What follows belongs to an exercise in optimizing a design on an open flow for small area; a production flow would make more cautious choices.
In this exercise RTL edits were held to simulation tests only and were not proved equivalent to the original.
Power figures rest on the tool's default switching activity, not on a simulated workload. The clock port is modelled as an ideal driver; clocking choices that lean on that would not hold on a real chip.

## job 105
==> flow/design.v (excerpt) <==
module dmem_responder (
  input  logic        clk,
  input  logic        rst,
  input  logic        mem_write,
  input  logic [31:0] address,
  input  logic [31:0] write_data,
  output logic [31:0] read_data,
  output logic        log_valid,
  input  logic        log_ready,
  output logic [31:0] log_addr,
  output logic [31:0] log_data,
  output logic        log_overflow,
  output logic        misaligned,
  output logic        done
);
  logic [31:0] ram_q [64];
  logic [5:0] idx;
  logic is_mmio, aligned, ram_we, log_push, fifo_empty, fifo_ovf;
  logic ovf_q, mis_q, done_q;
  logic [7:0] wa, wan, ra, ran, lb, lbn;
  logic [61:0] head;
  logic [31:0] z [22];
  logic [31:0] o [6];
  logic [31:0] m0, m1, m2;
  logic phase_q, rd_inv;
  logic [31:0] wdx, rd_raw;
  always_comb begin
    idx = address[7:2];
    is_mmio = |address[31:10];
    aligned = address[1:0] == 2'b00;
    ram_we = mem_write && aligned && !is_mmio;
    log_push = mem_write && aligned && is_mmio;
    for (int i = 0; i < 8; i++) begin
      wa[i] = ram_we && idx[5:3] == 3'(i);
      ra[i] = !is_mmio && idx[5:3] == 3'(i);
      lb[i] = idx[2:0] == 3'(i);
    end
    wan = ~wa;
    ran = ~ra;
    lbn = ~lb;
    wdx = write_data ^ {32{phase_q}};
    rd_inv = phase_q && !is_mmio;
    read_data = rd_raw ^ {32{rd_inv}};
    log_valid = !fifo_empty;
    log_addr = {head[61:32], 2'b00};
    log_data = head[31:0];
    log_overflow = ovf_q;
    misaligned = mis_q;
    done = done_q;
  end
  for (genvar w = 0; w < 64; w++) begin : g_word
    logic [1:0] we, nwe;
    for (genvar h = 0; h < 2; h++) begin : g_half
      row_strobe u_we (.a(wa[w/8]), .an(wan[w/8]), .b(lb[w%8]), .bn(lbn[w%8]), .we(we[h]), .nwe(nwe[h]));
    end
    for (genvar b = 0; b < 32; b++) begin : g_bit
      flip_bit u_bit (.clk(clk), .we(we[b/16]), .nwe(nwe[b/16]), .wdx(wdx[b]), .q(ram_q[w][b]));
    end
  end
  for (genvar g = 0; g < 21; g++) begin : g_rd3
    for (genvar h = 0; h < 2; h++) begin : g_half
      logic [2:0] s;
      for (genvar k = 0; k < 3; k++) begin : g_sel
        nor2_w #(.W(1)) u_sel (.a(ran[(3*g+k)/8]), .b(lbn[(3*g+k)%8]), .y(s[k]));
      end
      aoi222_w #(.W(16)) u_aoi (.a(ram_q[3*g][16*h+:16]), .sa(s[0]), .b(ram_q[3*g+1][16*h+:16]), .sb(s[1]),
  ...
==> module dmem_responder, before the edit <==
module dmem_responder (
  input  logic        clk,
  input  logic        rst,
  input  logic        mem_write,
  input  logic [31:0] address,
  input  logic [31:0] write_data,
  output logic [31:0] read_data,
  output logic        log_valid,
  input  logic        log_ready,
  output logic [31:0] log_addr,
  output logic [31:0] log_data,
  output logic        log_overflow,
  output logic        misaligned,
  output logic        done
);
  logic [31:0] ram_q [64];
  logic [5:0] idx;
  logic is_mmio, aligned, ram_we, log_push, fifo_empty, fifo_ovf;
  logic ovf_q, mis_q, done_q;
  logic [7:0] wa, wan, ra, ran, lb, lbn;
  logic [61:0] head;
  logic [31:0] z [22];
  logic [31:0] o [6];
  logic [31:0] m0, m1, m2;
  logic phase_q, rd_inv;
  logic [31:0] wdx, rd_raw;
  always_comb begin
    idx = address[7:2];
    is_mmio = |address[31:10];
    aligned = address[1:0] == 2'b00;
    ram_we = mem_write && aligned && !is_mmio;
    log_push = mem_write && aligned && is_mmio;
    for (int i = 0; i < 8; i++) begin
      wa[i] = ram_we && idx[5:3] == 3'(i);
      ra[i] = !is_mmio && idx[5:3] == 3'(i);
      lb[i] = idx[2:0] == 3'(i);
    end
    wan = ~wa;
    ran = ~ra;
    lbn = ~lb;
    wdx = write_data ^ {32{phase_q}};
    rd_inv = phase_q && !is_mmio;
    read_data = rd_raw ^ {32{rd_inv}};
    log_valid = !fifo_empty;
    log_addr = {head[61:32], 2'b00};
    log_data = head[31:0];
    log_overflow = ovf_q;
    misaligned = mis_q;
    done = done_q;
  end
  for (genvar w = 0; w < 64; w++) begin : g_word
    logic [1:0] we, nwe;
    for (genvar h = 0; h < 2; h++) begin : g_half
      row_strobe u_we (.a(wa[w/8]), .an(wan[w/8]), .b(lb[w%8]), .bn(lbn[w%8]), .we(we[h]), .nwe(nwe[h]));
    end
    for (genvar b = 0; b < 32; b++) begin : g_bit
      flip_bit u_bit (.clk(clk), .we(we[b/16]), .nwe(nwe[b/16]), .wdx(wdx[b]), .q(ram_q[w][b]));
    end
  end
  for (genvar g = 0; g < 21; g++) begin : g_rd3
    for (genvar h = 0; h < 2; h++) begin : g_half
      logic [2:0] s;
      for (genvar k = 0; k < 3; k++) begin : g_sel
        nor2_w #(.W(1)) u_sel (.a(ran[(3*g+k)/8]), .b(lbn[(3*g+k)%8]), .y(s[k]));
      end
      aoi222_w #(.W(16)) u_aoi (.a(ram_q[3*g][16*h+:16]), .sa(s[0]), .b(ram_q[3*g+1][16*h+:16]), .sb(s[1]),
                                .c(ram_q[3*g+2][16*h+:16]), .sc(s[2]), .y(z[g][16*h+:16]));
    end
  end
  for (genvar h = 0; h < 2; h++) begin : g_rd63
    logic s;
    nor2_w #(.W(1)) u_sel (.a(ran[7]), .b(lbn[7]), .y(s));
    nand2_w #(.W(16)) u_nand (.a(ram_q[63][16*h+:16]), .b({16{s}}), .y(z[21][16*h+:16]));
  end
  for (genvar k = 0; k < 5; k++) begin : g_rd4
    nand4_w #(.W(32)) u_nand (.a(z[4*k]), .b(z[4*k+1]), .c(z[4*k+2]), .d(z[4*k+3]), .y(o[k]));
  end
  nand2_w #(.W(32)) u_rd_n5 (.a(z[20]), .b(z[21]), .y(o[5]));
  nor2_w #(.W(32)) u_rd_m0 (.a(o[0]), .b(o[1]), .y(m0));
  nor2_w #(.W(32)) u_rd_m1 (.a(o[2]), .b(o[3]), .y(m1));
  nor2_w #(.W(32)) u_rd_m2 (.a(o[4]), .b(o[5]), .y(m2));
  nand3_w #(.W(32)) u_rd_out (.a(m0), .b(m1), .c(m2), .y(rd_raw));
  always_ff @(posedge clk) phase_q <= !phase_q;
  always_ff @(posedge clk or negedge rst)
    if (!rst) begin
      ovf_q <= 1'b0;
      mis_q <= 1'b0;
      done_q <= 1'b0;
    end else begin
      ovf_q <= ovf_q || fifo_ovf;
      mis_q <= mis_q || (mem_write && !aligned);
      done_q <= done_q || (mem_write && address == dmem_pkg::PASS_ADDR && write_data == dmem_pkg::PASS_DATA);
    end
  store_log_fifo u_fifo (
    .clk_i      (clk),
    .rst_ni     (rst),
    .push_i     (log_push),
    .data_i     ({address[31:2], write_data}),
    .pop_i      (log_valid && log_ready),
    .head_o     (head),
    .empty_o    (fifo_empty),
    .overflow_o (fifo_ovf)
  );
endmodule
==> module flip_bit, before the edit <==
module flip_bit (
  input  logic clk,
  input  logic we,
  input  logic nwe,
  input  logic wdx,
  output logic q
);
  always_ff @(posedge clk) q <= ~((q | we) & (wdx | nwe));
endmodule
clock: 8.0 ns
lec_check: 0
cap_margin: 20
core_margin: 2
core_utilization: 70
slew_margin: 20
synth_hierarchical: 1
standard.sh (not shown) runs the stock make flow with config.mk's settings and CLKGATE_MAP_FILE= SYNTH_SCRIPT=/design/flow/synth_recipe.tcl, a recipe that flattens the netlist after the stock synthesis.
==> flow/flow/run.sh <==
#!/bin/bash
# The standard layout, with plain buffers on the ports and a clock tree
# without dummy loads.
set -euo pipefail
export BUFFER_PORTS_ARGS="-buffer_cell sky130_fd_sc_hd__buf_2"
export CTS_ARGS="-sink_clustering_enable -repair_clock_nets -sink_clustering_size 28 -sink_clustering_max_diameter 150 -dont_use_dummy_load"
bash standard.sh > standard_flow.log 2>&1
Job 105 ended with every stage complete and zero timing, DRC or antenna violations.
diff inputs: job 105 => job 101
--- a/flow/design.v
+++ b/flow/design.v
@@ -123,6 +123,4 @@
   logic [31:0] o [6];
   logic [31:0] m0, m1, m2;
-  logic phase_q, rd_inv;
-  logic [31:0] wdx, rd_raw;
   always_comb begin
     idx = address[7:2];
@@ -139,7 +137,4 @@
     ran = ~ra;
     lbn = ~lb;
-    wdx = write_data ^ {32{phase_q}};
-    rd_inv = phase_q && !is_mmio;
-    read_data = rd_raw ^ {32{rd_inv}};
     log_valid = !fifo_empty;
     log_addr = {head[61:32], 2'b00};
@@ -155,5 +150,5 @@
     end
     for (genvar b = 0; b < 32; b++) begin : g_bit
-      flip_bit u_bit (.clk(clk), .we(we[b/16]), .nwe(nwe[b/16]), .wdx(wdx[b]), .q(ram_q[w][b]));
+      hold_bit u_bit (.clk(clk), .we(we[b/16]), .nwe(nwe[b/16]), .wd(write_data[b]), .q(ram_q[w][b]));
     end
   end
@@ -180,6 +175,5 @@
   nor2_w #(.W(32)) u_rd_m1 (.a(o[2]), .b(o[3]), .y(m1));
   nor2_w #(.W(32)) u_rd_m2 (.a(o[4]), .b(o[5]), .y(m2));
-  nand3_w #(.W(32)) u_rd_out (.a(m0), .b(m1), .c(m2), .y(rd_raw));
-  always_ff @(posedge clk) phase_q <= !phase_q;
+  nand3_w #(.W(32)) u_rd_out (.a(m0), .b(m1), .c(m2), .y(read_data));
   always_ff @(posedge clk or negedge rst)
     if (!rst) begin
@@ -214,11 +208,11 @@
   assign nwe = ~(a & b);
 endmodule
-module flip_bit (
+module hold_bit (
   input  logic clk,
   input  logic we,
   input  logic nwe,
-  input  logic wdx,
+  input  logic wd,
   output logic q
 );
-  always_ff @(posedge clk) q <= ~((q | we) & (wdx | nwe));
-endmodule
+  always_ff @(posedge clk) q <= (q & nwe) | (wd & we);
+endmodule
Notes after the runs:
- Job 101 against job 105; total area of multi-input combinational cells is up by more than 10%.
- The arithmetic-cell share of the synthesized area counting full adders, half adders and majority gates was comparable across job 101 and job 105.
- Between job 105 and job 101, the combinational power figures differ only marginally.
- Of job 101 and job 105, the higher sequential share of cell area belongs to job 105.
- The higher combined global-route utilization of all metal layers of job 101 and job 105 is in job 101.
- The number of non-filler instances in the completed layout on job 105 is in line with that on job 101.

-- what the ideal ports hide --
In the flow no input, the clock included, has a driving cell. The finished layouts below were timed again as built, in two steps. Step 1, drivers: a clkbuf_16 drives clk and a buf_2 each remaining input, both assumed. Step 2 times the ports against the registers' clock, not the clock port: input delays grow and output delays shrink by t, the midpoint of the rising clock arrivals with the driver on. Three values: no drivers, after step 1, after step 2; two values: the first two.
| run | t, ns | setup slack, ns | latest minus earliest clock arrival (ns) | worst register clock-pin slew, ns | worst slew at a driven data input, ns |
|---|---|---|---|---|---|
| job 105 | 0.796 | 0.322 / 0.292 / 0.292 | 0.059 / 0.058 | 0.11 / 0.11 | 0.07 |
| job 101 | 0.797 | 0.718 / 0.695 / 0.695 | 0.050 / 0.051 | 0.12 / 0.12 | 0.09 |
After both steps setup and hold are still met in every run listed. For job 105, which loses most, drivers alone change the setup slack by -0.030 ns; drivers and shift together by -0.030 ns.
